This is an optimization exercise on Yosys and OpenROAD, whose aim is small area, a short achievable clock period and few clock cycles per item, not a production implementation. No run shown here included a check of the RTL's function; only the layout flow was run. Power is estimated from default activity; no workload was simulated.

--- design.v ---
`default_nettype none
package sird_pkg;
  localparam int VALUE_W = 32;
  localparam int SYM_W   = 8;
  localparam int LEN_W   = 5;
  localparam int NCELL   = 14;    
  localparam int KSTEP   = 2;     
  localparam logic [SYM_W-1:0] CHAR_MINUS = 8'h2D;
  localparam logic [SYM_W-1:0] CHAR_PLUS  = 8'h2B;
endpackage
`default_nettype wire
`default_nettype none
import sird_pkg::*;
module sird_front (
  input  wire logic              clk,
  input  wire logic              rst_n,
  input  wire logic              cfg_wr,
  input  wire logic [LEN_W-1:0]  base_length,
  input  wire logic [127:0]      symbols,
  input  wire logic [SYM_W-1:0]  sym_val,       
  output logic                   chk_busy,
  output logic [3:0]             chk_idx,
  output logic                   chk_done,
  output logic                   chk_bad
);
  logic [15:0]      lenmask;
  logic             p_v;
  logic [SYM_W-1:0] p_sym;
  logic [3:0]       p_idx;
  logic             hit;
  always_comb begin
    for (int j = 0; j < 16; j++) lenmask[j] = (5'(j) < base_length);
  end
  always_comb begin
    hit = (p_sym == CHAR_PLUS) || (p_sym == CHAR_MINUS);
    for (int j = 1; j < 16; j++) begin
      if (lenmask[j] && (4'(j) > p_idx) && (symbols[8*j +: 8] == p_sym)) hit = 1'b1;
    end
  end
  always_ff @(posedge clk) begin
    if (!rst_n) begin
      chk_busy <= 1'b0;
      chk_bad  <= 1'b0;
      chk_idx  <= '0;
      p_v      <= 1'b0;
    end else if (cfg_wr) begin
      chk_busy <= 1'b1;
      chk_bad  <= 1'b0;
      chk_idx  <= '0;
      p_v      <= 1'b0;
    end else begin
      if (p_v && hit) chk_bad <= 1'b1;
      p_v <= chk_busy && lenmask[chk_idx];
      if (chk_busy) begin
        chk_idx <= chk_idx + 4'd1;
        if (chk_idx == 4'd15 || !lenmask[chk_idx + 4'd1]) chk_busy <= 1'b0;
      end
    end
  end
  always_ff @(posedge clk) begin
    if (chk_busy) begin
      p_sym <= sym_val;
      p_idx <= chk_idx;
    end
  end
  assign chk_done = !chk_busy && !p_v;
endmodule
`default_nettype wire
`default_nettype none
import sird_pkg::*;
module sird_queue (
  input  wire logic                 clk,
  input  wire logic                 flush,        
  input  wire logic                 in_tvalid,
  output logic                      in_tready,
  input  wire logic [31:0]          in_tdata,
  input  wire logic [3:0]           cf_k0,        
  input  wire logic [3:0]           cf_k1,        
  input  wire logic [2:0]           cf_off,
  input  wire logic                 cf_odd,
  input  wire logic                 copy,         
  output logic                      res_v,
  output logic                      res_neg,
  output logic [NCELL*4-1:0]        cells
);
  localparam int CW = NCELL * 4;
  function automatic logic [CW-1:0] dd_step(input logic [CW-1:0] c, input logic b,
                                             input logic [3:0] k0, input logic [3:0] k1,
                                             input logic odd);
    logic [NCELL-1:0] g, p, gg, pp, gn, pn;
    logic [NCELL:0]   cy;
    logic [3:0]       u;
    logic [CW-1:0]    r;
    for (int i = 0; i < NCELL; i++) begin
      u    = c[4*i +: 4];
      g[i] = u[3];
      p[i] = odd && (u == 4'd7);
    end
    gg = g;
    pp = p;
    for (int d = 1; d < NCELL; d = d * 2) begin
      gn = gg;
      pn = pp;
      for (int i = d; i < NCELL; i++) begin
        gn[i] = gg[i] | (pp[i] & gg[i-d]);
        pn[i] = pp[i] & pp[i-d];
      end
      gg = gn;
      pp = pn;
    end
    cy[0] = b;
    for (int i = 0; i < NCELL; i++) cy[i+1] = gg[i] | (pp[i] & b);
    for (int i = 0; i < NCELL; i++) begin
      u = c[4*i +: 4];
      r[4*i +: 4] = {u[2:0], cy[i]} + (cy[i+1] ? k1 : k0);
    end
    dd_step = r;
  endfunction
  logic          m_busy, m_started, m_neg;
  logic [31:0]   m_r;
  logic [5:0]    m_cnt;
  logic          step, last_step, m_load;
  logic          m_busy_n, res_v_n;
  logic [5:0]    m_cnt_n;
  logic          sk16, sk8, sk4;
  logic [31:0]   nzv;          
  logic [32:0]   nzi;          
  logic          nz31_r, nz30_r, nz28_r, nz24_r, nz16_r;
  logic [KSTEP-1:0] abits;     
  logic          z16, z8, z4;  
  logic [CW-1:0] cells_run, cells_first, cells_nxt;
  always_comb begin
    nzv[0] = 1'b0;
    for (int i = 1; i < 32; i++) nzv[i] = nzv[i-1] | m_r[i-1];
    nzi[0] = 1'b0;
    for (int i = 1; i < 33; i++) nzi[i] = nzi[i-1] | in_tdata[i-1];
    abits[KSTEP-1] = m_r[31] ^ (m_neg & nz31_r);
    abits[KSTEP-2] = m_r[30] ^ (m_neg & nz30_r);
    z16 = (m_neg && nz16_r) ? (m_r[31:16] == 16'hFFFF) : (m_r[31:16] == 16'h0000);
    z8  = (m_neg && nz24_r) ? (m_r[31:24] == 8'hFF)    : (m_r[31:24] == 8'h00);
    z4  = (m_neg && nz28_r) ? (m_r[31:28] == 4'hF)     : (m_r[31:28] == 4'h0);
  end
  assign sk16      = m_busy && !m_started && z16 && (m_cnt > 6'd16);
  assign sk8       = m_busy && !m_started && !sk16 && z8 && (m_cnt > 6'd8);
  assign sk4       = m_busy && !m_started && !sk16 && !sk8 && z4 && (m_cnt > 6'd4);
  assign step      = m_busy && !sk16 && !sk8 && !sk4 && (!res_v || copy);
  assign last_step = step && (m_cnt == 6'(KSTEP));
  assign m_load    = in_tvalid && in_tready;
  always_comb begin
    cells_run = cells;
    for (int k = 0; k < KSTEP; k++) begin
      cells_run = dd_step(cells_run, abits[KSTEP-1-k], cf_k0, cf_k1, cf_odd);
    end
    for (int i = 0; i < NCELL; i++) cells_first[4*i +: 4] = {1'b0, cf_off};
    cells_first[3:0] = 4'({1'b0, cf_off} + 4'(abits));
    cells_nxt = m_started ? cells_run : cells_first;
  end
  always_comb begin
    m_busy_n = m_load ? 1'b1 : (last_step ? 1'b0 : m_busy);
    res_v_n  = last_step ? 1'b1 : (copy ? 1'b0 : res_v);
    m_cnt_n  = m_load ? 6'd32 : sk16 ? m_cnt - 6'd16 : sk8 ? m_cnt - 6'd8 :
               sk4 ? m_cnt - 6'd4 : step ? m_cnt - 6'd2 : m_cnt;
  end
  always_ff @(posedge clk) begin
    if (flush) in_tready <= 1'b1;
    else       in_tready <= !m_busy_n || (m_cnt_n == 6'd2 && !res_v_n);
  end
  always_ff @(posedge clk) begin
    if (flush) begin
      m_busy <= 1'b0;
      res_v  <= 1'b0;
    end else begin
      if (m_load)         m_busy <= 1'b1;
      else if (last_step) m_busy <= 1'b0;
      if (last_step)      res_v  <= 1'b1;
      else if (copy)      res_v  <= 1'b0;
    end
  end
  always_ff @(posedge clk) begin
    if (m_load) begin
      m_r       <= in_tdata;
      m_cnt     <= 6'd32;
      m_started <= 1'b0;
      m_neg     <= in_tdata[31];
      nz31_r    <= nzi[31];
      nz30_r    <= nzi[30];
      nz28_r    <= nzi[28];
      nz24_r    <= nzi[24];
      nz16_r    <= nzi[16];
    end else if (sk16) begin
      m_r    <= {m_r[15:0], 16'd0};
      m_cnt  <= m_cnt - 6'd16;
      nz31_r <= nzv[15];
      nz30_r <= nzv[14];
      nz28_r <= nzv[12];
      nz24_r <= nzv[8];
      nz16_r <= nzv[0];
    end else if (sk8) begin
      m_r    <= {m_r[23:0], 8'd0};
      m_cnt  <= m_cnt - 6'd8;
      nz31_r <= nzv[23];
      nz30_r <= nzv[22];
      nz28_r <= nzv[20];
      nz24_r <= nzv[16];
      nz16_r <= nzv[8];
    end else if (sk4) begin
      m_r    <= {m_r[27:0], 4'd0};
      m_cnt  <= m_cnt - 6'd4;
      nz31_r <= nzv[27];
      nz30_r <= nzv[26];
      nz28_r <= nzv[24];
      nz24_r <= nzv[20];
      nz16_r <= nzv[12];
    end else if (step) begin
      m_r       <= {m_r[29:0], 2'd0};
      m_cnt     <= m_cnt - 6'd2;
      m_started <= 1'b1;
      nz31_r    <= nzv[29];
      nz30_r    <= nzv[28];
      nz28_r    <= nzv[26];
      nz24_r    <= nzv[22];
      nz16_r    <= nzv[14];
    end
    if (step)      cells   <= cells_nxt;
    if (last_step) res_neg <= m_neg;
  end
endmodule
`default_nettype wire
`default_nettype none
import sird_pkg::*;
module sird_back (
  input  wire logic                 clk,
  input  wire logic                 flush,
  input  wire logic                 rst_n,
  input  wire logic                 cf_m2,
  input  wire logic                 cf_m3,
  input  wire logic                 cf_m4,
  input  wire logic [2:0]           cf_off,
  input  wire logic [127:0]         symbols,
  input  wire logic                 res_v,
  input  wire logic                 res_neg,
  input  wire logic [NCELL*4-1:0]   cells,
  input  wire logic                 chk_done,
  input  wire logic                 table_ok,
  input  wire logic                 chk_busy,
  input  wire logic [3:0]           chk_idx,
  output logic                      copy,
  output logic [SYM_W-1:0]          sym_val,
  output logic                      out_tvalid,
  input  wire logic                 out_tready,
  output logic [SYM_W-1:0]          out_tdata,
  output logic                      out_tlast
);
  localparam int CW = NCELL * 4;
  logic          e_v, e_sign;
  logic [CW-1:0] e_cells;
  logic [3:0]    e_i;
  logic [1:0]    e_j;
  logic [3:0]    e_digit;
  logic          e_lastpos, e_fin;
  logic [1:0]    jmax;
  logic [3:0]    i0, topv;
  logic [1:0]    j0;
  logic [1:0]    q_cnt;          
  logic [5:0]    q0, q1;         
  logic [5:0]    q_new;
  logic          f_adv, push, pop, out_load;
  logic          out_v, out_l;
  logic [7:0]    out_d;
  logic [3:0]    sym_sel;
  assign out_load  = !out_v || out_tready;
  assign f_adv     = (q_cnt != 2'd2);
  assign push      = e_v && f_adv;
  assign pop       = out_load && (q_cnt != 2'd0);
  assign e_lastpos = (e_i == 4'd0) && (e_j == 2'd0);
  assign e_fin     = e_v && f_adv && !e_sign && e_lastpos;
  assign copy      = res_v && chk_done && (!e_v || e_fin);
  assign jmax      = cf_m2 ? 2'd3 : ((cf_m3 || cf_m4) ? 2'd1 : 2'd0);
  always_comb begin
    i0   = '0;
    topv = cells[3:0];
    for (int i = 1; i < NCELL; i++) begin
      if (cells[4*i +: 4] != {1'b0, cf_off}) begin
        i0   = 4'(i);
        topv = cells[4*i +: 4];
      end
    end
    if (cf_m2)      j0 = topv[3] ? 2'd3 : topv[2] ? 2'd2 : topv[1] ? 2'd1 : 2'd0;
    else if (cf_m4) j0 = (topv[3:2] != 2'd0) ? 2'd1 : 2'd0;
    else if (cf_m3) j0 = (topv >= 4'd6) ? 2'd1 : 2'd0;
    else            j0 = 2'd0;
  end
  always_comb begin
    logic [3:0] u;
    logic [1:0] hi3, lo3;
    u = e_cells[{e_i, 2'b00} +: 4];
    case (u)
      4'd3:    begin hi3 = 2'd0; lo3 = 2'd0; end
      4'd4:    begin hi3 = 2'd0; lo3 = 2'd1; end
      4'd5:    begin hi3 = 2'd0; lo3 = 2'd2; end
      4'd6:    begin hi3 = 2'd1; lo3 = 2'd0; end
      4'd7:    begin hi3 = 2'd1; lo3 = 2'd1; end
      4'd8:    begin hi3 = 2'd1; lo3 = 2'd2; end
      4'd9:    begin hi3 = 2'd2; lo3 = 2'd0; end
      4'd10:   begin hi3 = 2'd2; lo3 = 2'd1; end
      default: begin hi3 = 2'd2; lo3 = 2'd2; end
    endcase
    if (cf_m2)      e_digit = {3'd0, u[e_j]};
    else if (cf_m4) e_digit = e_j[0] ? {2'd0, u[3:2]} : {2'd0, u[1:0]};
    else if (cf_m3) e_digit = {2'd0, e_j[0] ? hi3 : lo3};
    else            e_digit = u - {1'b0, cf_off};
  end
  assign q_new = {e_sign, !e_sign && e_lastpos, e_digit};
  always_ff @(posedge clk) begin
    if (flush) begin
      e_v   <= 1'b0;
      q_cnt <= 2'd0;
    end else begin
      if (copy && table_ok) e_v <= 1'b1;
      else if (e_fin)       e_v <= 1'b0;
      if (push && !pop)      q_cnt <= q_cnt + 2'd1;
      else if (pop && !push) q_cnt <= q_cnt - 2'd1;
    end
  end
  always_ff @(posedge clk) begin
    if (pop) begin
      q0 <= (push && q_cnt == 2'd1) ? q_new : q1;
    end else if (push && q_cnt == 2'd0) begin
      q0 <= q_new;
    end
    if (push && (q_cnt == 2'd1) && !pop) q1 <= q_new;
  end
  always_ff @(posedge clk) begin
    if (copy) begin
      e_cells <= cells;
      e_i     <= i0;
      e_j     <= j0;
      e_sign  <= res_neg;
    end else if (push) begin
      if (e_sign) begin
        e_sign <= 1'b0;
      end else if (e_j == 2'd0) begin
        e_i <= e_i - 4'd1;
        e_j <= jmax;
      end else begin
        e_j <= e_j - 2'd1;
      end
    end
  end
  assign sym_sel = chk_busy ? chk_idx : q0[3:0];
  assign sym_val = symbols[{sym_sel, 3'b000} +: 8];
  always_ff @(posedge clk) begin
    if (!rst_n) begin
      out_v <= 1'b0;
    end else if (out_load) begin
      out_v <= (q_cnt != 2'd0);
    end
  end
  always_ff @(posedge clk) begin
    if (pop) begin
      out_d <= q0[5] ? CHAR_MINUS : sym_val;
      out_l <= q0[4];
    end
  end
  assign out_tvalid = out_v;
  assign out_tdata  = out_d;
  assign out_tlast  = out_l;
endmodule
`default_nettype wire
`default_nettype none
import sird_pkg::*;
module signed_integer_to_radix_digits_core (
  input  wire logic        clk,
  input  wire logic        rst_n,
  input  wire logic        in_tvalid,
  output logic             in_tready,
  input  wire logic [31:0] in_tdata,      
  output logic             out_tvalid,
  input  wire logic        out_tready,
  output logic [7:0]       out_tdata,     
  output logic             out_tlast,
  input  wire logic        cfg_psel,
  input  wire logic        cfg_penable,
  input  wire logic        cfg_pwrite,
  input  wire logic [4:0]  cfg_paddr,
  input  wire logic [63:0] cfg_pwdata,
  output logic [63:0]      cfg_prdata,
  output logic             cfg_pready
);
  logic [LEN_W-1:0] base_length_r;
  logic [63:0]      symbols_low_r;
  logic [63:0]      symbols_high_r;
  logic [127:0]     symbols;
  logic             cfg_wr;
  logic             flush;
  assign cfg_pready = 1'b1;
  assign cfg_wr     = cfg_psel && cfg_penable && cfg_pwrite;
  assign flush      = !rst_n || cfg_wr;
  assign symbols    = {symbols_high_r, symbols_low_r};
  always_ff @(posedge clk) begin
    if (!rst_n) begin
      base_length_r  <= '0;
      symbols_low_r  <= '0;
      symbols_high_r <= '0;
    end else if (cfg_wr) begin
      case (cfg_paddr[4:3])
        2'd0: base_length_r  <= cfg_pwdata[LEN_W-1:0];
        2'd1: symbols_low_r  <= cfg_pwdata;
        2'd2: symbols_high_r <= cfg_pwdata;
        default: ;
      endcase
    end
  end
  always_ff @(posedge clk) begin
    case (cfg_paddr[4:3])
      2'd0:    cfg_prdata <= {59'd0, base_length_r};
      2'd1:    cfg_prdata <= symbols_low_r;
      2'd2:    cfg_prdata <= symbols_high_r;
      default: cfg_prdata <= '0;
    endcase
  end
  logic       cf_m2, cf_m3, cf_m4, cf_odd, cf_ok;
  logic [2:0] cf_off;
  logic [3:0] cf_k0, cf_k1;
  always_ff @(posedge clk) begin
    logic [4:0] rr;
    logic [4:0] off;
    rr = (base_length_r == 5'd2 || base_length_r == 5'd4) ? 5'd16 :
         (base_length_r == 5'd3) ? 5'd9 : base_length_r;
    off = 5'd8 - ((rr + 5'd1) >> 1);
    cf_m2  <= (base_length_r == 5'd2);
    cf_m3  <= (base_length_r == 5'd3);
    cf_m4  <= (base_length_r == 5'd4);
    cf_odd <= rr[0];
    cf_off <= off[2:0];
    cf_k0  <= 4'(5'd0 - off);
    cf_k1  <= 4'(5'd0 - off - rr);
    cf_ok  <= (base_length_r >= 5'd2) && (base_length_r <= 5'd16);
  end
  logic                chk_busy, chk_done, chk_bad;
  logic [3:0]          chk_idx;
  logic [SYM_W-1:0]    sym_val;
  logic                copy, res_v, res_neg;
  logic [NCELL*4-1:0]  cells;
  sird_front u_check (
    .clk         (clk),
    .rst_n       (rst_n),
    .cfg_wr      (cfg_wr),
    .base_length (base_length_r),
    .symbols     (symbols),
    .sym_val     (sym_val),
    .chk_busy    (chk_busy),
    .chk_idx     (chk_idx),
    .chk_done    (chk_done),
    .chk_bad     (chk_bad)
  );
  sird_queue u_conv (
    .clk       (clk),
    .flush     (flush),
    .in_tvalid (in_tvalid),
    .in_tready (in_tready),
    .in_tdata  (in_tdata),
    .cf_off    (cf_off),
    .cf_k0   (cf_k0),
    .cf_k1   (cf_k1),
    .cf_odd  (cf_odd),
    .copy    (copy),
    .res_v   (res_v),
    .res_neg (res_neg),
    .cells   (cells)
  );
  sird_back u_emit (
    .clk        (clk),
    .flush      (flush),
    .rst_n      (rst_n),
    .cf_m2      (cf_m2),
    .cf_m3      (cf_m3),
    .cf_m4      (cf_m4),
    .cf_off     (cf_off),
    .symbols    (symbols),
    .res_v      (res_v),
    .res_neg    (res_neg),
    .cells      (cells),
    .chk_done   (chk_done),
    .table_ok   (cf_ok && !chk_bad),
    .chk_busy   (chk_busy),
    .chk_idx    (chk_idx),
    .copy       (copy),
    .sym_val    (sym_val),
    .out_tvalid (out_tvalid),
    .out_tready (out_tready),
    .out_tdata  (out_tdata),
    .out_tlast  (out_tlast)
  );
endmodule
`default_nettype wire
--- flow/run.sh ---
#!/bin/bash
set -euo pipefail
bash standard.sh SETUP_SLACK_MARGIN=7 finish > standard_flow.log 2>&1
--- standard.sh ---
#!/bin/bash
# synth_recipe.tcl (not shown) runs the flow's synth.tcl, then flattens the netlist and writes it again
# the make line also repeats each setting of config.mk as NAME=value (left out here)
make -C /OpenROAD-flow-scripts/flow DESIGN_CONFIG=/design/flow/config.mk WORK_HOME=/design/flow/orfs CLKGATE_MAP_FILE= SYNTH_SCRIPT=/design/flow/synth_recipe.tcl "${@:-finish}"
--- config.mk ---
export PLATFORM = sky130hd
export DESIGN_NAME = signed_integer_to_radix_digits_core
export DESIGN_NICKNAME = signed_integer_to_radix_digits_core
export VERILOG_FILES = /design/flow/design.v
export SDC_FILE = /design/flow/constraint.sdc
export NUM_CORES = 4
export LEC_CHECK = 0
export ABC_AREA = 1
export CAP_MARGIN = 20
export CORE_MARGIN = 2
export CORE_UTILIZATION = 40
export SLEW_MARGIN = 20
--- constraint.sdc ---
create_clock -name core_clock -period 12.0 [get_ports {clk}]
set_input_delay 2.4000 -clock core_clock [delete_from_list [all_inputs] [get_ports {clk}]]
set_output_delay 2.4000 -clock core_clock [all_outputs]
set_load 0.01 [all_outputs]
==> results of run 1 <==
-- sequential cells by signal, summed over array words and instances, names as in the netlist, 8 cells and up --
signal / flops
u_conv.cells: 56
u_check.p_sym: 8
symbols_low_r: 64
symbols_high_r: 64
u_emit.e_cells: 56
cfg_prdata: 64
u_conv.m_r: 32
u_emit.out_d: 8
-- area by class of cell --
| cell class | count | area, µm² | area share (%) |
|---|---|---|---|
| multi-input cells | 2560 | 15770 | 46.10 |
| repair buffers | 368 | 3298 | 9.644 |
| flip-flops and latches | 424 | 10410 | 30.42 |
| inverters | 481 | 1834 | 5.363 |
| clock buffers | 69 | 1510 | 4.416 |
| well taps | 882 | 1104 | 3.227 |
| clock inverters | 24 | 282.8 | 0.8268 |
-- through the flow --
step / util (%) / power [mW] / hold slack [ns]
after floorplan: - / 2.703 / 0.4003
after global placement: 43.97 / 3.177 / 0.4078
after detailed placement: 43.97 / 3.186 / 0.4229
after CTS: 47.84 / 4.890 / 0.4381
after global routing: 50.04 / 5.242 / 0.4445
final: 50.04 / 5.014 / 0.4336
-- worst max-delay path, delay by kind of cell (launching register included) --
kind	cells	cell delay [ns]
AO/OA/AOI/OAI	3	0.37
XOR/XNOR	2	0.41
adder cells (fa/ha/maj)	3	0.84
buffers and inverters	5	0.51
flip-flops	1	0.38
AND/OR/NAND/NOR	21	2.45
-- repair_timing --
item | 4_1_cts | 5_1_grt
hold buffers | 0 | 0
gates resized for setup | 83 | 217
endpoints found under the setup margin | 106 | 153
pin swaps | 31 | 110
buffers inserted | 65 | 87
-- power by group through the flow --
stage / clock (mW) / sequential, mW / combinational (mW)
floorplan: 0 / 1.76 / 0.938
global route: 1.73 / 1.78 / 1.73
CTS: 1.68 / 1.77 / 1.44
global placement: 0 / 1.81 / 1.37
detailed placement: 0 / 1.81 / 1.37
finish: 1.65 / 1.77 / 1.59
-- placed cells by master (no fill, tap or decap), types with 85 or more instances in the layout --
cell type / synthesis / final
a21oi_1: 273 / 260
edfxtp_1: 191 / 191
ha_1: 112 / 98
nand3_1: 165 / 152
nand2_1: 670 / 631
xor2_1: 105 / 93
o21ai_0: 433 / 403
clkdlybuf4s50_1: 0 / 178
o22ai_1: 85 / 85
dfxtp_1: 233 / 231
inv_1: 453 / 443
nor2_1: 251 / 220
buf_4: 2 / 175
-- layer usage --
metal | GRT usage, % | up-vias
met4 | 9.368 | 0
met1 | 37.78 | 12800
li1 | - | 12860
met2 | 44.57 | 1236
met5 | 0 | -
met3 | 4.392 | 233
-- worst max-delay path by stage --
stage / slack [ns] / endpoint / depth (start not counted)
after CTS: 6.94 / u_conv.cells[39] / 34
after floorplan: 7.08 / u_conv.m_r[0] / 12
after global placement: 5.83 / u_conv.cells[39] / 33
final: 6.80 / u_conv.cells[47] / 34
after detailed placement: 5.76 / u_conv.cells[38] / 30
after global routing: 6.58 / u_conv.cells[47] / 35
-- logic make-up (layout without fill, tap and decap cells) --
logic type	count (synthesis)	count (layout)	share of synthesized area, %
xor gates and xnor gates	147	147	4.672
AOI/OAI and AO/OA	962	962	19.73
muxes	6	6	0.2406
DFF	424	424	37.74
adders and majority gates	142	142	7.264
and+or+nand+nor	1302	1302	21.27
other	1	1	0.01361
buffers and inverters	652	942	9.071
==> impl_metrics.csv, run 1 <==
group,metric,value,unit
placed_design,dpl_cell_area,30050,µm²
global_route,grt_max_degree,96,
power,ir_worst_vdd,116.0,µV
hold_path,min_path_type,"flip-flop to flip-flop",
timing,min_period,5.195,ns
floorplanning,io-pin-count,184,
global_route,grt_pass1_vias,25120,
job,cap_violations,0,
clocking,clockRootBuffer,"clkbuf_16",
routing,m1WireLength,42600,µm
routing,vias,27130,
routing,firstDrtPassIters,6,
floorplanning,die_area,71010,µm²
layout,fillers,6628,
synthesis,synth_area,27560,µm²
timing,max_freq,192.5,MHz
routing,drtIter0Drc,2716,
synthesis,yosys_warnings,4,
timing,fin_ws,6.805,ns
synthesis,postSynth.asyncResetShare,0,%
layout,nets,4135,
critical_path,crit_type,"flip-flop to flip-flop",
floorplanning,die_w,266.5,µm
timing,setup_viol,0,
synthesis,ys_types,67,
synthesis,avgSynthCellArea,7.579,µm²
global_route,grt-ovfl-total,0,
routing,routedWlPerCell,21.16,µm
synthesis,synth-seq-cells,424,
timing,min_period_over_period,43.30,%
timing,hold_viol,0,
timing,slew_violations,0,
critical_path,cpPeakStageDelay,0.38,ns
routing,totalWireLength,101700,µm
synthesis,synth-edff-count,191,
critical_path,path_max_fanout,7,
routing,dr.max_layer_used,"met4",
clocking,cts_sinks,424,
synthesis,yosysTopAreaCell,"edfxtp_1",
floorplanning,initial_utilization,40.32,%
routing,routed_via_density,5.642,
placed_design,hpwl,70860,µm
power,p_seq_share,35.4,%
critical_path,cp.required,12.37,ns
layout,layout.cells.non_filler,4808,
routing,routed-wl-met2,46110,µm
critical_path,path_common_cell,"nand2_1",
power,power.density,146.6,nW/µm²
hold_path,hold_path_depth,0,
global_route,grtUsageTotal,27.69,%
clocking,clk_latency,0.65,ns
routing,drtAntennaViolNets,0,
global_route,antenna_found_initial,1,
placed_design,place_ws,5.762,ns
power,intPower,3.192,mW
routing,met3_wirelength,9112,µm
floorplanning,rows,96,
clocking,htree_num_levels,2,
critical_path,reg2regPathDepth,34,
critical_path,cp.arrival,5.56,ns
critical_path,r2r-end,"u_conv.cells[47]",
timing,relSlewSlack,28.04,%
clocking,clk_pin_slew_worst_paths,0.06,ns
timing,max_slew.worst_pin.slew,1.078,ns
timing,rsz0062_at_grt,"true",
critical_path,crit_path_top_delay_cell,"dfxtp_4",
outcome,status,"finished clean",
global_route,grt_pass1_wl,151700,µm
placed_design,place_congestion,0.9718,
timing,finalClockSkew,0.08895,ns
hold_path,hp-start,"u_emit.q0[4]",
power,power_frac_comb,31.7,%
critical_path,end_kind,"flip-flop",
critical_path,reg2reg_from,"cf_odd",
placed_design,portBuffers,179,
synthesis,postSynthCellCount,3636,
synthesis,synth_flop_cell,"dfxtp_1",
hold_path,hold_path_end,"u_emit.out_l",
timing,setup-tns-final,0,ns
clocking,cts_tree,"built",
synthesis,ys_seq_area_share,37.74,%
power,p_sw_share,36.34,%
layout,synthToLayoutAreaGrowth,24.10,%
layout,drive_gt1_share,14.67,%
synthesis,synth_top_cells_by_count,"670 x nand2_1, 453 x inv_1, 433 x o21ai_0, 273 x a21oi_1, 251 x nor2_1",
synthesis,synthDominantCellAreaShare,20.81,%
layout,final_area,34200,µm²
routing,drc,0,
synthesis,synth_area_leaders,"edfxtp_1 21%, dfxtp_1 17%, nand2_1 9.1%",
synthesis,synth.most_common_cell,"nand2_1",
clocking,numCtsBuffers,50,
clocking,cts_buffer_depth,3,
placed_design,dpl.cell_count,4563,
floorplanning,core-area,68350,µm²
floorplanning,die-height,266.5,µm
critical_path,reg2reg_setup_slack,6.80,ns
power,p_leak,13.84,nW
power,p_switching,1.822,mW
critical_path,cp-start-kind,"flip-flop",
critical_path,worst_setup_path_startpoint,"cf_odd",
synthesis,syn-num-nets,3886,
power,clkPwrFrac,32.9,%
layout,n_antenna_cell,0,
==> run 2, diff against run 1 <==
--- a/design.v
+++ b/design.v
@@ -71,9 +71,9 @@
 module sird_queue (
   input  wire logic                 clk,
   input  wire logic                 flush,        
-  input  wire logic                 in_tvalid,
-  output logic                      in_tready,
-  input  wire logic [31:0]          in_tdata,
+  input  wire logic                 in_v,         
+  input  wire logic [31:0]          in_d,
+  output logic                      m_load,       
   input  wire logic [3:0]           cf_k0,        
   input  wire logic [3:0]           cf_k1,        
   input  wire logic [2:0]           cf_off,
@@ -119,33 +119,27 @@
   logic          m_busy, m_started, m_neg;
   logic [31:0]   m_r;
   logic [5:0]    m_cnt;
-  logic          step, last_step, m_load;
-  logic          m_busy_n, res_v_n;
-  logic [5:0]    m_cnt_n;
-  logic          sk16, sk8, sk4;
-  logic [31:0]   nzv;          
-  logic [32:0]   nzi;          
-  logic          nz31_r, nz30_r, nz28_r, nz24_r, nz16_r;
-  logic [KSTEP-1:0] abits;     
-  logic          z16, z8, z4;  
+  logic          step, last_step;
+  logic [31:0]   mag, norm;
+  logic [4:0]    sh;
+  logic [KSTEP-1:0] abits;
   logic [CW-1:0] cells_run, cells_first, cells_nxt;
   always_comb begin
-    nzv[0] = 1'b0;
-    for (int i = 1; i < 32; i++) nzv[i] = nzv[i-1] | m_r[i-1];
-    nzi[0] = 1'b0;
-    for (int i = 1; i < 33; i++) nzi[i] = nzi[i-1] | in_tdata[i-1];
-    abits[KSTEP-1] = m_r[31] ^ (m_neg & nz31_r);
-    abits[KSTEP-2] = m_r[30] ^ (m_neg & nz30_r);
-    z16 = (m_neg && nz16_r) ? (m_r[31:16] == 16'hFFFF) : (m_r[31:16] == 16'h0000);
-    z8  = (m_neg && nz24_r) ? (m_r[31:24] == 8'hFF)    : (m_r[31:24] == 8'h00);
-    z4  = (m_neg && nz28_r) ? (m_r[31:28] == 4'hF)     : (m_r[31:28] == 4'h0);
-  end
-  assign sk16      = m_busy && !m_started && z16 && (m_cnt > 6'd16);
-  assign sk8       = m_busy && !m_started && !sk16 && z8 && (m_cnt > 6'd8);
-  assign sk4       = m_busy && !m_started && !sk16 && !sk8 && z4 && (m_cnt > 6'd4);
-  assign step      = m_busy && !sk16 && !sk8 && !sk4 && (!res_v || copy);
+    mag  = in_d[31] ? (32'd0 - in_d) : in_d;
+    norm = mag;
+    sh   = '0;
+    if (norm[31:16] == 16'd0) begin norm = {norm[15:0], 16'd0}; sh[4] = 1'b1; end
+    if (norm[31:24] == 8'd0)  begin norm = {norm[23:0], 8'd0};  sh[3] = 1'b1; end
+    if (norm[31:28] == 4'd0)  begin norm = {norm[27:0], 4'd0};  sh[2] = 1'b1; end
+    if (norm[31:30] == 2'd0 && sh[4:1] != 4'b1111) begin
+      norm = {norm[29:0], 2'd0};
+      sh[1] = 1'b1;
+    end
+  end
+  assign abits     = m_r[31 -: KSTEP];
+  assign step      = m_busy && (!res_v || copy);
   assign last_step = step && (m_cnt == 6'(KSTEP));
-  assign m_load    = in_tvalid && in_tready;
+  assign m_load    = in_v && (!m_busy || last_step);
   always_comb begin
     cells_run = cells;
     for (int k = 0; k < KSTEP; k++) begin
@@ -155,16 +149,6 @@
     cells_first[3:0] = 4'({1'b0, cf_off} + 4'(abits));
     cells_nxt = m_started ? cells_run : cells_first;
   end
-  always_comb begin
-    m_busy_n = m_load ? 1'b1 : (last_step ? 1'b0 : m_busy);
-    res_v_n  = last_step ? 1'b1 : (copy ? 1'b0 : res_v);
-    m_cnt_n  = m_load ? 6'd32 : sk16 ? m_cnt - 6'd16 : sk8 ? m_cnt - 6'd8 :
-               sk4 ? m_cnt - 6'd4 : step ? m_cnt - 6'd2 : m_cnt;
-  end
-  always_ff @(posedge clk) begin
-    if (flush) in_tready <= 1'b1;
-    else       in_tready <= !m_busy_n || (m_cnt_n == 6'd2 && !res_v_n);
-  end
   always_ff @(posedge clk) begin
     if (flush) begin
       m_busy <= 1'b0;
@@ -178,48 +162,14 @@
   end
   always_ff @(posedge clk) begin
     if (m_load) begin
-      m_r       <= in_tdata;
-      m_cnt     <= 6'd32;
+      m_r       <= norm;
+      m_cnt     <= 6'd32 - {1'b0, sh};
       m_started <= 1'b0;
-      m_neg     <= in_tdata[31];
-      nz31_r    <= nzi[31];
-      nz30_r    <= nzi[30];
-      nz28_r    <= nzi[28];
-      nz24_r    <= nzi[24];
-      nz16_r    <= nzi[16];
-    end else if (sk16) begin
-      m_r    <= {m_r[15:0], 16'd0};
-      m_cnt  <= m_cnt - 6'd16;
-      nz31_r <= nzv[15];
-      nz30_r <= nzv[14];
-      nz28_r <= nzv[12];
-      nz24_r <= nzv[8];
-      nz16_r <= nzv[0];
-    end else if (sk8) begin
-      m_r    <= {m_r[23:0], 8'd0};
-      m_cnt  <= m_cnt - 6'd8;
-      nz31_r <= nzv[23];
-      nz30_r <= nzv[22];
-      nz28_r <= nzv[20];
-      nz24_r <= nzv[16];
-      nz16_r <= nzv[8];
-    end else if (sk4) begin
-      m_r    <= {m_r[27:0], 4'd0};
-      m_cnt  <= m_cnt - 6'd4;
-      nz31_r <= nzv[27];
-      nz30_r <= nzv[26];
-      nz28_r <= nzv[24];
-      nz24_r <= nzv[20];
-      nz16_r <= nzv[12];
+      m_neg     <= in_d[31];
     end else if (step) begin
       m_r       <= {m_r[29:0], 2'd0};
       m_cnt     <= m_cnt - 6'd2;
       m_started <= 1'b1;
-      nz31_r    <= nzv[29];
-      nz30_r    <= nzv[28];
-      nz28_r    <= nzv[26];
-      nz24_r    <= nzv[22];
-      nz16_r    <= nzv[14];
     end
     if (step)      cells   <= cells_nxt;
     if (last_step) res_neg <= m_neg;
@@ -393,6 +343,7 @@
   logic [127:0]     symbols;
   logic             cfg_wr;
   logic             flush;
+  logic [2:0]       rsel_r;
   assign cfg_pready = 1'b1;
   assign cfg_wr     = cfg_psel && cfg_penable && cfg_pwrite;
   assign flush      = !rst_n || cfg_wr;
@@ -412,13 +363,13 @@
     end
   end
   always_ff @(posedge clk) begin
-    case (cfg_paddr[4:3])
-      2'd0:    cfg_prdata <= {59'd0, base_length_r};
-      2'd1:    cfg_prdata <= symbols_low_r;
-      2'd2:    cfg_prdata <= symbols_high_r;
-      default: cfg_prdata <= '0;
-    endcase
-  end
+    rsel_r[0] <= (cfg_paddr[4:3] == 2'd0);
+    rsel_r[1] <= (cfg_paddr[4:3] == 2'd1);
+    rsel_r[2] <= (cfg_paddr[4:3] == 2'd2);
+  end
+  assign cfg_prdata = ({64{rsel_r[0]}} & {59'd0, base_length_r})
+                    | ({64{rsel_r[1]}} & symbols_low_r)
+                    | ({64{rsel_r[2]}} & symbols_high_r);
   logic       cf_m2, cf_m3, cf_m4, cf_odd, cf_ok;
   logic [2:0] cf_off;
   logic [3:0] cf_k0, cf_k1;
@@ -437,6 +388,22 @@
     cf_k1  <= 4'(5'd0 - off - rr);
     cf_ok  <= (base_length_r >= 5'd2) && (base_length_r <= 5'd16);
   end
+  logic        in_v;
+  logic [31:0] in_d;
+  logic        m_load;
+  assign in_tready = !in_v;
+  always_ff @(posedge clk) begin
+    if (flush) begin
+      in_v <= 1'b0;
+    end else if (in_tvalid && !in_v) begin
+      in_v <= 1'b1;
+    end else if (m_load) begin
+      in_v <= 1'b0;
+    end
+  end
+  always_ff @(posedge clk) begin
+    if (in_tvalid && !in_v) in_d <= in_tdata;
+  end
   logic                chk_busy, chk_done, chk_bad;
   logic [3:0]          chk_idx;
   logic [SYM_W-1:0]    sym_val;
@@ -457,9 +424,9 @@
   sird_queue u_conv (
     .clk       (clk),
     .flush     (flush),
-    .in_tvalid (in_tvalid),
-    .in_tready (in_tready),
-    .in_tdata  (in_tdata),
+    .in_v      (in_v),
+    .in_d      (in_d),
+    .m_load    (m_load),
     .cf_off    (cf_off),
     .cf_k0   (cf_k0),
     .cf_k1   (cf_k1),
==> run 2 against run 1 <==
Effect of this change:
- critical endpoint unchanged
- area after synthesis is 0.13% higher
- power is 6.9% lower
- final area hardly changed
- setup slack worse by 0.019 ns
- critical path depth is 3 lower
- count of clock-buffer cells in the layout is 8 lower
==> impl_metrics.csv, run 2 <==
group,metric,value,unit
critical_path,r2r-end,"u_conv.cells[47]",
synthesis,ys_seq_area_share,36.31,%
outcome,status,"finished clean",
floorplanning,initial_utilization,40.30,%
hold_path,min_path_type,"flip-flop to flip-flop",
routing,routedWlPerCell,20.39,µm
clocking,clockRootBuffer,"clkbuf_16",
clocking,numCtsBuffers,46,
global_route,grt_pass1_vias,25220,
synthesis,synth_top_family_by_area,"simple AND/OR/NAND/NOR gates",
global_route,grt_max_degree,136,
routing,drtIter0Drc,3130,
clocking,cts_tree,"built",
global_route,grt-ovfl-total,0,
layout,synthToLayoutAreaGrowth,23.95,%
layout,drive_gt1_share,15.12,%
floorplanning,die_w,266.6,µm
global_route,grtUsageTotal,27.02,%
critical_path,cp.required,12.35,ns
critical_path,crit_type,"flip-flop to flip-flop",
timing,hold_viol,0,
layout,utilization,49.95,%
critical_path,cp-start-kind,"flip-flop",
synthesis,ys_types,63,
floorplanning,core-area,68470,µm²
synthesis,synth.most_common_cell,"nand2_1",
power,ir_worst_vdd,104.6,µV
synthesis,synthDominantCellAreaShare,24.27,%
critical_path,cpPeakStageDelay,0.47,ns
synthesis,synth_area_leaders,"edfxtp_1 24%, dfxtp_1 12%, nand2_1 11%",
critical_path,path_buf_inv,6,
critical_path,reg2regPathDepth,31,
critical_path,crit_path_top_delay_cell,"edfxtp_1",
critical_path,reg2reg_from,"u_conv.cells[17]",
timing,setup-tns-final,0,ns
synthesis,synth-xor-area-share,5.079,%
routing,totalWireLength,99970,µm
timing,rsz0062_at_grt,"true",
global_route,grt_pass1_wl,149400,µm
critical_path,path_delay_family,"simple AND/OR/NAND/NOR gates",
timing,max_slew.worst_pin.slew,1.071,ns
routing,drc,0,
synthesis,postSynth.asyncResetShare,0,%
timing,finalClockSkew,0.04500,ns
critical_path,path_common_cell,"nand2_4",
synthesis,yosysTopAreaCell,"edfxtp_1",
timing,fin_worst_hold_slack,0.4212,ns
timing,min_period,5.214,ns
layout,final_common_cell,"nand2_1",
global_route,antenna_found_initial,3,
clocking,htree_num_levels,2,
job,cap_violations,0,
critical_path,cp.arrival,5.56,ns
floorplanning,rows,96,
synthesis,synth-edff-count,223,
layout,nets,4227,
clocking,clk_latency,0.63,ns
synthesis,synth_flop_cell,"edfxtp_1",
critical_path,reg2reg_setup_slack,6.79,ns
synthesis,yosys_warnings,4,
timing,max_freq,191.8,MHz
critical_path,end_kind,"flip-flop",
floorplanning,die_area,71100,µm²
layout,multi_input_area,16620,µm²
timing,relSlewSlack,27.97,%
synthesis,postSynthCellCount,3754,
timing,slew_violations,0,
power,p_total,4.666,mW
synthesis,synth-seq-cells,389,
placed_design,portBuffers,179,
synthesis,synth_fa_ha_area_share,7.056,%
clocking,postCtsHoldBufs,0,
timing,fin_ws,6.786,ns
routing,drtAntennaViolNets,0,
clocking,clk_pin_slew_worst_paths,0.06,ns
layout,final_cell_mix,"743 x nand2_1, 383 x inv_1, 375 x o21ai_0, 284 x nor2_1, 239 x a21oi_1",
power,power.density,136.4,nW/µm²
synthesis,synth_top_cells_by_count,"786 x nand2_1, 437 x o21ai_0, 405 x inv_1, 323 x nor2_1, 261 x a21oi_1",
synthesis,synthMuxAreaShare,0.2811,%
placed_design,hpwl,69330,µm
critical_path,path_max_fanout,8,
critical_path,worst_setup_path_startpoint,"u_conv.cells[17]",
timing,min_period_over_period,43.45,%
placed_design,place_congestion,0.9929,
timing,setup_viol,0,
critical_path,endpoint,"u_conv.cells[47]",
clocking,cts_buffer_depth,3,
layout,fillers,6682,
routing,firstDrtPassIters,6,
routing,routed_via_density,5.650,
routing,vias,27700,
synthesis,synth_compound_area_share,18.94,%
floorplanning,io-pin-count,184,
layout,regArea,10020,µm²
floorplanning,die-height,266.6,µm
critical_path,cp_num_cells,31,
synthesis,avgSynthCellArea,7.350,µm²
clocking,cts_sinks,389,
synthesis,synth_area,27590,µm²
synthesis,syn-num-nets,3999,
power,p_leak,13.78,nW
layout,largest_registers,"symbols_high_r x64, symbols_low_r x64",
placed_design,place_ws,5.857,ns
synthesis,yosys.area_share.simple,23.76,%
[run 2: kinds of logic (layout without fill, tap and decap cells)]
logic type               Yosys count  in the layout
flip-flops                       389            389
other                              1              2
AND/OR/NAND/NOR                 1515           1517
buffers and inverters            610            874
XOR/XNOR                         160            160
AO/OA/AOI/OAI                    935            935
adder cells (fa/ha/maj)          137            137
multiplexers                       7              7
[run 2: where the power goes]
part | total (mW) | internal [mW] | switching, mW | leakage (nW)
Combinational | 1.61 | 0.585 | 1.02 | 9.62
Sequential | 1.65 | 1.56 | 0.0827 | 3.43
Clock | 1.41 | 0.800 | 0.611 | 0.734
[run 2: worst min path at each step]
stage | start | endpoint | slack (ns) | depth (start not counted)
2_1_floorplan | u_conv.m_neg | u_conv.res_neg | 0.40 | 0
3_3_place_gp | u_emit.q0[4] | u_emit.out_l | 0.41 | 0
3_5_place_dp | u_emit.q0[4] | u_emit.out_l | 0.41 | 0
4_1_cts | u_emit.q0[4] | u_emit.out_l | 0.42 | 0
5_1_grt | u_emit.q0[4] | u_emit.out_l | 0.43 | 0
6_report | u_emit.q0[4] | u_emit.out_l | 0.42 | 0
[run 2: timing repair]
item	CTS	global route
endpoints found under the hold margin	0	0
cloned	0	3
pin swaps	70	131
setup endpoints to repair	68	47
resized for setup	149	266
setup buffers	86	59
[run 2: per-stage QoR]
stage,cell area (µm²),instances
finish,34200,4903
detailed placement,30070,4668
global route,34200,4903
floorplan,27620,3754
global placement,30070,4668
CTS,32840,4840
[run 2: cell type report]
cell class,instances,share of cell area [%]
Antenna cell,1,0.007317
Clock buffer,61,3.765
Clock inverter,25,0.6110
Inverter,424,4.694
Multi-Input combinational cell,2757,48.58
Sequential cell,389,29.31
Tap cell,882,3.227
Timing Repair Buffer,364,9.805
[run 2: routing by layer]
| metal | part of all wire [%] | up-vias | track usage, % |
|---|---|---|---|
| met3 | 9.4 | 220 | 4.041 |
| met4 | 3.8 | 0 | 9.885 |
| met2 | 44 | 1324 | 42.05 |
| met5 | 0 | - | 0 |
| li1 | - | 13180 | - |
| met1 | 43 | 12980 | 37.93 |
==> run 3, diff against run 2 <==
--- a/design.v
+++ b/design.v
@@ -202,6 +202,8 @@
   output logic                      out_tlast
 );
   localparam int CW = NCELL * 4;
+  logic          st_v, st_neg, st_move;
+  logic [CW-1:0] st_cells;
   logic          e_v, e_sign;
   logic [CW-1:0] e_cells;
   logic [3:0]    e_i;
@@ -224,15 +226,16 @@
   assign pop       = out_load && (q_cnt != 2'd0);
   assign e_lastpos = (e_i == 4'd0) && (e_j == 2'd0);
   assign e_fin     = e_v && f_adv && !e_sign && e_lastpos;
-  assign copy      = res_v && chk_done && (!e_v || e_fin);
+  assign st_move   = st_v && chk_done && (!e_v || e_fin);
+  assign copy      = res_v && (!st_v || st_move);
   assign jmax      = cf_m2 ? 2'd3 : ((cf_m3 || cf_m4) ? 2'd1 : 2'd0);
   always_comb begin
     i0   = '0;
-    topv = cells[3:0];
+    topv = st_cells[3:0];
     for (int i = 1; i < NCELL; i++) begin
-      if (cells[4*i +: 4] != {1'b0, cf_off}) begin
+      if (st_cells[4*i +: 4] != {1'b0, cf_off}) begin
         i0   = 4'(i);
-        topv = cells[4*i +: 4];
+        topv = st_cells[4*i +: 4];
       end
     end
     if (cf_m2)      j0 = topv[3] ? 2'd3 : topv[2] ? 2'd2 : topv[1] ? 2'd1 : 2'd0;
@@ -263,11 +266,14 @@
   assign q_new = {e_sign, !e_sign && e_lastpos, e_digit};
   always_ff @(posedge clk) begin
     if (flush) begin
+      st_v  <= 1'b0;
       e_v   <= 1'b0;
       q_cnt <= 2'd0;
     end else begin
-      if (copy && table_ok) e_v <= 1'b1;
-      else if (e_fin)       e_v <= 1'b0;
+      if (st_move && table_ok) e_v <= 1'b1;
+      else if (e_fin)          e_v <= 1'b0;
+      if (copy)                st_v <= 1'b1;
+      else if (st_move)        st_v <= 1'b0;
       if (push && !pop)      q_cnt <= q_cnt + 2'd1;
       else if (pop && !push) q_cnt <= q_cnt - 2'd1;
     end
@@ -282,10 +288,14 @@
   end
   always_ff @(posedge clk) begin
     if (copy) begin
-      e_cells <= cells;
+      st_cells <= cells;
+      st_neg   <= res_neg;
+    end
+    if (st_move) begin
+      e_cells <= st_cells;
       e_i     <= i0;
       e_j     <= j0;
-      e_sign  <= res_neg;
+      e_sign  <= st_neg;
     end else if (push) begin
       if (e_sign) begin
         e_sign <= 1'b0;
==> run 3 against run 2 <==
Effect of this change:
- still clean
- synthesized cell count up 3.7%
- register-to-register slack improved by 0.05 ns
- utilization down 0.48 points
- clock power rose by 23%
- worst hold slack better by 0.0029 ns
- maximum frequency grew 0.89%
- sequential cell count rose by 58
- count of clock-buffer cells in the layout increased by 7
- power increased by 10%
- combinational power decreased by 4%
- routed wire length increased by 5.8%
- critical path type unchanged
- largest cell class unchanged
==> impl_metrics.csv, run 3 <==
group,metric,value,unit
outcome,status,"finished clean",
layout,nets,4360,
floorplanning,initial_utilization,40.27,%
synthesis,synth.most_common_cell,"nand2_1",
critical_path,path_max_fanout,7,
clocking,clk_pin_slew_worst_paths,0.06,ns
global_route,grt_pass1_wl,159600,µm
power,power.density,140.2,nW/µm²
critical_path,cp.arrival,5.54,ns
clocking,clk_latency,0.64,ns
critical_path,crit_type,"flip-flop to flip-flop",
timing,min_period_over_period,43.06,%
layout,largest_registers,"symbols_high_r x64, symbols_low_r x64",
synthesis,synth_flop_cell,"edfxtp_1",
synthesis,avgSynthCellArea,7.660,µm²
synthesis,postSynth.asyncResetShare,0,%
timing,relSlewSlack,31.80,%
routing,routed_via_density,5.591,
clocking,numCtsBuffers,52,
routing,drtIter0Drc,3006,
synthesis,synth_area,29830,µm²
power,p_total,5.138,mW
clocking,cts_sinks,447,
layout,final_cell_mix,"757 x nand2_1, 411 x inv_1, 371 x o21ai_0, 291 x nor2_1, 280 x edfxtp_1",
layout,synthToLayoutAreaGrowth,22.86,%
floorplanning,core-area,74070,µm²
routing,routedWlPerCell,20.62,µm
global_route,grt_pass1_vias,26770,
placed_design,place_congestion,0.9726,
global_route,grt_max_degree,117,
timing,finalClockSkew,0.03129,ns
synthesis,synth-seq-cells,447,
timing,rsz0062_at_grt,"true",
synthesis,postSynthCellCount,3894,
critical_path,cp_num_cells,32,
critical_path,cp.required,12.37,ns
global_route,grt-ovfl-total,0,
timing,setup_viol,0,
timing,slew_violations,0,
placed_design,portBuffers,179,
global_route,grtUsageTotal,26.59,%
synthesis,yosysTopAreaCell,"edfxtp_1",
power,ir_worst_vdd,118.4,µV
placed_design,place_ws,5.807,ns
routing,totalWireLength,105800,µm
clocking,cts_buffer_depth,3,
floorplanning,io-pin-count,184,
synthesis,synth-edff-count,280,
synthesis,synth_area_leaders,"edfxtp_1 28%, dfxtp_1 11%, nand2_1 9.9%",
synthesis,syn-num-nets,4139,
critical_path,crit_path_top_delay_cell,"fa_1",
floorplanning,rows,100,
layout,final_common_cell,"nand2_1",
critical_path,path_common_cell,"buf_4",
timing,setup-tns-final,0,ns
synthesis,synth_top_cells_by_count,"787 x nand2_1, 433 x inv_1, 416 x o21ai_0, 332 x nor2_1, 280 x edfxtp_1",
critical_path,path_buf_inv,13,
critical_path,end_kind,"flip-flop",
clocking,clockRootBuffer,"clkbuf_16",
hold_path,hold_path_depth,0,
critical_path,cp-start-kind,"flip-flop",
clocking,htree_num_levels,2,
timing,hold_viol,0,
floorplanning,die_w,277.1,µm
synthesis,synthDominantCellAreaShare,28.19,%
power,p_leak,14.54,nW
layout,drive_gt1_share,15.32,%
critical_path,reg2regPathDepth,32,
timing,fin_ws,6.832,ns
clocking,postCtsHoldBufs,0,
routing,firstDrtPassIters,6,
hold_path,min_path_type,"flip-flop to flip-flop",
global_route,antenna_found_initial,4,
synthesis,ys_seq_area_share,39.40,%
floorplanning,die-height,277.1,µm
job,cap_violations,0,
layout,utilization,49.47,%
synthesis,ys_types,73,
synthesis,yosys_warnings,4,
placed_design,hpwl,73020,µm
critical_path,path_delay_family,"simple AND/OR/NAND/NOR gates",
routing,drc,0,
timing,min_period,5.168,ns
routing,drtAntennaViolNets,0,
timing,max_slew.worst_pin.slew,1.022,ns
timing,max_freq,193.5,MHz
critical_path,cpPeakStageDelay,0.49,ns
layout,fillers,7159,
routing,vias,28670,
clocking,cts_tree,"built",
floorplanning,die_area,76770,µm²
[run 3: report_power, final]
group / switching [mW] / internal [mW]
clock: 0.702 / 1.03
sequential: 0.0844 / 1.78
combinational: 1.01 / 0.536
total: 1.79 / 3.34
[run 3: metal layers]
metal  share of wire, %  vias to the layer above  global-route usage [%]
li1                   -                    13660                       -
met1                 44                    13630                   36.92
met2                 45                     1142                   42.03
met3                7.8                      237                   3.847
met4                3.7                        4                   9.783
met5              0.026                        -                       0
[run 3: area by class of cell]
class | instances | area, µm² | area share (%)
Antenna cell | 1 | 2.502 | 0.006829
Clock buffer | 68 | 1484 | 4.049
Clock inverter | 29 | 366.6 | 1.000
Inverter | 460 | 1749 | 4.773
Multi-Input combinational cell | 2797 | 16800 | 45.84
Sequential cell | 447 | 11770 | 32.11
Tap cell | 969 | 1212 | 3.309
Timing Repair Buffer | 356 | 3261 | 8.898
Timing Repair inverter | 1 | 5.005 | 0.01366
[run 3: cell families (layout without fill, tap and decap cells)]
kind of cell	count (synthesis)	in the layout	synth area share [%]
xor gates and xnor gates	140	140	4.111
adders and majority gates	137	137	6.527
AOI/OAI and AO/OA	956	956	18.15
other	1	2	0.01257
and+or+nand+nor	1554	1556	23.10
muxes	7	7	0.2559
DFF	447	447	39.40
buffers and inverters	652	914	8.445
[run 3: per-stage QoR]
| stage | cells | hold WS [ns] | area, µm² |
|---|---|---|---|
| floorplan | 3894 | 0.4003 | 29860 |
| global placement | 4883 | 0.4040 | 32350 |
| detailed placement | 4883 | 0.4071 | 32350 |
| CTS | 5042 | 0.4231 | 35290 |
| global route | 5128 | 0.4374 | 36650 |
| finish | 5128 | 0.4241 | 36650 |
[run 3: repair_timing]
item / in CTS / in global routing
hold endpoints to repair: 0 / 0
setup buffers: 60 / 81
gates resized for setup: 147 / 214
gates cloned: 2 / 4
setup endpoints to repair: 230 / 69
pin swaps: 42 / 82
[run 3: worst paths after layout]
path,slack (ns),start,endpoint
hold / removal,0.42,u_emit.st_cells[0],u_emit.e_cells[0]
setup / recovery,6.83,cf_odd,u_conv.cells[51]
hold reg to reg,0.42,u_emit.st_cells[0],u_emit.e_cells[0]
setup reg to reg,6.83,cf_odd,u_conv.cells[51]
==> run 4, diff against run 3 <==
--- a/config.mk
+++ b/config.mk
@@ -8,5 +8,5 @@
 export ABC_AREA = 1
 export CAP_MARGIN = 20
 export CORE_MARGIN = 2
-export CORE_UTILIZATION = 40
+export CORE_UTILIZATION = 30
 export SLEW_MARGIN = 20
==> run 4 against run 3 <==
Effect of this change:
- sequential cell count is the same
- power grew 0.52%
- area after synthesis is the same
- utilization shrank 11 points
- die area grew 33%
- clock power is essentially flat
- first-iteration DRC count shrank 10%
- worst hold slack lost 0.0037 ns
- critical path depth grew 3
- clock skew grew 0.026 ns
- setup slack lost 0.089 ns
- sequential power is essentially flat
- largest cell class unchanged
==> impl_metrics.csv, run 4 <==
group,metric,value,unit
hold_path,hp-start,"u_emit.q0[4]",
timing,relSlewSlack,30.38,%
critical_path,path_common_cell,"nand2_1",
critical_path,cp-start-kind,"flip-flop",
synthesis,synth_area,29830,µm²
floorplanning,core-area,98420,µm²
floorplanning,rows,115,
routing,routed_via_density,5.290,
routing,met3_wirelength,8356,µm
critical_path,cpPeakStageDelay,0.40,ns
synthesis,postSynthCellCount,3894,
global_route,grt_pass1_wl,157700,µm
global_route,antenna_found_initial,1,
critical_path,reg2reg_setup_slack,6.74,ns
synthesis,synth-seq-cells,447,
synthesis,synthDominantCellAreaShare,28.19,%
floorplanning,die_area,102000,µm²
placed_design,portBuffers,179,
layout,final_common_cell,"nand2_1",
timing,rsz0062_at_grt,"true",
floorplanning,die_w,319.3,µm
clocking,cts_buffer_depth,3,
synthesis,ys_types,73,
power,p_total,5.165,mW
synthesis,postSynth.asyncResetShare,0,%
clocking,cts_sinks,447,
synthesis,yosys.area_share.simple,23.10,%
job,cap_violations,0,
synthesis,synth_flop_cell,"edfxtp_1",
power,power.density,137.4,nW/µm²
routing,totalWireLength,104500,µm
routing,m1WireLength,43970,µm
layout,final_area,37580,µm²
synthesis,synth.most_common_cell,"nand2_1",
routing,firstDrtPassIters,6,
layout,synthToLayoutAreaGrowth,25.99,%
synthesis,synth_compound_area_share,18.15,%
synthesis,ys_seq_area_share,39.40,%
global_route,grtUsageTotal,19.58,%
hold_path,hold_path_end,"u_emit.out_l",
synthesis,yosysTopAreaCell,"edfxtp_1",
power,p_leak,14.73,nW
critical_path,cp.required,12.39,ns
routing,routedWlPerCell,19.13,µm
synthesis,synth_top_family_by_area,"simple AND/OR/NAND/NOR gates",
placed_design,place_congestion,1.005,
clocking,clockRootBuffer,"clkbuf_16",
layout,nets,4378,
synthesis,synthMuxAreaShare,0.2559,%
floorplanning,initial_utilization,30.31,%
synthesis,syn-num-nets,4139,
clocking,clk_latency,0.65,ns
floorplanning,die-height,319.3,µm
timing,min_period_over_period,43.81,%
critical_path,crit_path_top_delay_cell,"dfxtp_4",
routing,vias,28910,
layout,largest_registers,"symbols_high_r x64, symbols_low_r x64",
power,ir_worst_vdd,114.9,µV
layout,final_cell_mix,"751 x nand2_1, 406 x inv_1, 364 x o21ai_0, 292 x nor2_1, 280 x edfxtp_1",
routing,dr.max_layer_used,"met4",
synthesis,synth_area_leaders,"edfxtp_1 28%, dfxtp_1 11%, nand2_1 9.9%",
global_route,grt_max_degree,82,
critical_path,crit_type,"flip-flop to flip-flop",
synthesis,yosys_warnings,4,
hold_path,min_path_type,"flip-flop to flip-flop",
layout,drive_gt1_share,16.68,%
routing,routed-wl-met2,47200,µm
synthesis,synth_top_cells_by_count,"787 x nand2_1, 433 x inv_1, 416 x o21ai_0, 332 x nor2_1, 280 x edfxtp_1",
layout,n_antenna_cell,0,
routing,drtAntennaViolNets,0,
layout,fillers,9957,
placed_design,hpwl,72410,µm
outcome,status,"finished clean",
timing,max_freq,190.2,MHz
clocking,cts_tree,"built",
critical_path,r2r-end,"u_conv.cells[55]",
placed_design,dpl_cell_area,32730,µm²
clocking,numCtsBuffers,53,
timing,max_slew.worst_pin.slew,1.043,ns
routing,drtIter0Drc,2701,
synthesis,synth-xor-area-share,4.111,%
critical_path,reg2regPathDepth,35,
synthesis,avgSynthCellArea,7.660,µm²
critical_path,reg2reg_from,"cf_odd",
hold_path,hold_path_depth,0,
synthesis,synth-edff-count,280,
timing,finalClockSkew,0.05724,ns
timing,fin_worst_hold_slack,0.4204,ns
timing,setup-tns-final,0,ns
timing,hold_viol,0,
global_route,grt_pass1_vias,26920,
timing,slew_violations,0,
floorplanning,io-pin-count,184,
routing,drc,0,
clocking,clk_pin_slew_worst_paths,0.06,ns
critical_path,cp.arrival,5.65,ns
global_route,grt-ovfl-total,0,
critical_path,end_kind,"flip-flop",
synthesis,synth_fa_ha_area_share,6.527,%
critical_path,path_max_fanout,7,
clocking,htree_num_levels,2,
timing,min_period,5.257,ns
timing,setup_viol,0,
[run 4: cell counts after synthesis]
Identical to the previous run, type by type.
[run 4: worst max path at each step]
stage / from / end / depth (start not counted) / slack (ns)
after global placement: u_emit.e_i[0] / u_conv.m_cnt[4] / 21 / 5.92
final: cf_odd / u_conv.cells[55] / 35 / 6.74
after global routing: cf_odd / u_conv.cells[47] / 38 / 6.46
after CTS: cf_odd / u_conv.cells[55] / 33 / 6.94
after detailed placement: cf_odd / u_conv.cells[47] / 32 / 5.89
after floorplan: cf_k0[0] / u_conv.cells[39] / 36 / 7.02
[run 4: power by group]
| group | switching [mW] | leakage, nW | internal [mW] |
|---|---|---|---|
| clock | 0.711 | 0.915 | 1.00 |
| sequential | 0.0997 | 3.95 | 1.78 |
| combinational | 1.01 | 9.87 | 0.562 |
| total | 1.82 | 14.7 | 3.34 |
[run 4: area by class of cell]
| class | count | area (µm²) | share of cell area, % |
|---|---|---|---|
| Sequential cell | 447 | 11770 | 31.31 |
| Multi-Input combinational cell | 2797 | 17160 | 45.66 |
| Timing Repair Buffer | 373 | 3416 | 9.090 |
| Tap cell | 1287 | 1610 | 4.285 |
| Clock inverter | 25 | 300.3 | 0.7991 |
| Inverter | 460 | 1759 | 4.681 |
| Clock buffer | 75 | 1562 | 4.155 |
| Timing Repair inverter | 1 | 5.005 | 0.01332 |
[run 4: cell families (layout without fill, tap and decap cells)]
group,count (synthesis),in the layout
AO/OA/AOI/OAI,956,956
other,1,1
AND/OR/NAND/NOR,1554,1556
buffers and inverters,652,934
flip-flops,447,447
multiplexers,7,7
adder cells (fa/ha/maj),137,137
XOR/XNOR,140,140
[run 4: worst max-delay path, delay by kind of cell (launching register included)]
kind                       cells  cell delay [ns]
buffers and inverters          9             0.91
adders and majority gates      3             0.90
xor gates and xnor gates       2             0.37
DFF                            1             0.40
AOI/OAI and AO/OA              2             0.26
and+or+nand+nor               19             2.16
[run 4: layer usage]
metal | vias to the layer above | GRT usage (%)
li1 | 13710 | -
met1 | 13650 | 25.71
met2 | 1260 | 31.80
met3 | 282 | 3.207
met4 | 0 | 8.312
met5 | - | 0
[run 4: timing repair]
item	in CTS	in global routing
pin swaps	90	118
gates cloned	4	2
hold buffers	0	0
resized for setup	217	230
endpoints found under the setup margin	229	76
setup buffers	82	79
[run 4: metrics by stage]
step	utilization [%]	instances	worst slack, ns
floorplan	-	3894	7.025
CTS	36.65	5384	6.944
finish	38.18	5465	6.743
global placement	33.25	5198	5.921
global route	38.18	5465	6.463
detailed placement	33.25	5198	5.885

-- port drivers added, routing unchanged --
The flow's constraints put no driver on any port. The routed layouts listed below were extracted and timed again, unchanged, in two steps. Step 1, drivers: a clkbuf_16 drives clk and a buf_2 each remaining input, both assumed. Step 2 adds t to the input delays and takes it off the output delays; t is the mean of the earliest and latest rising clock arrival at the registers after step 1. Input paths then give back, and output paths get back, about the clock's delay inside the block. Slacks: no drivers / after step 1 / after step 2; pairs: no drivers / after step 1.
run	shift t [ns]	setup slack, ns	worst setup path after step 2	clock arrival spread, ns	worst data-port slew with drivers (ns)
run 1	0.672	6.805 / 6.805 / 6.635	input to register	0.090 / 0.089	0.06
run 2	0.675	6.786 / 6.786 / 6.786	register to register	0.046 / 0.046	0.08
run 3	0.682	6.832 / 6.832 / 6.832	register to register	0.037 / 0.037	0.09
run 4	0.690	6.743 / 6.743 / 6.647	input to register	0.060 / 0.060	0.17
After both steps setup and hold are still met in every run listed. For run 1, which loses most, drivers alone change the setup slack by 0.000 ns; drivers and shift together by -0.170 ns.
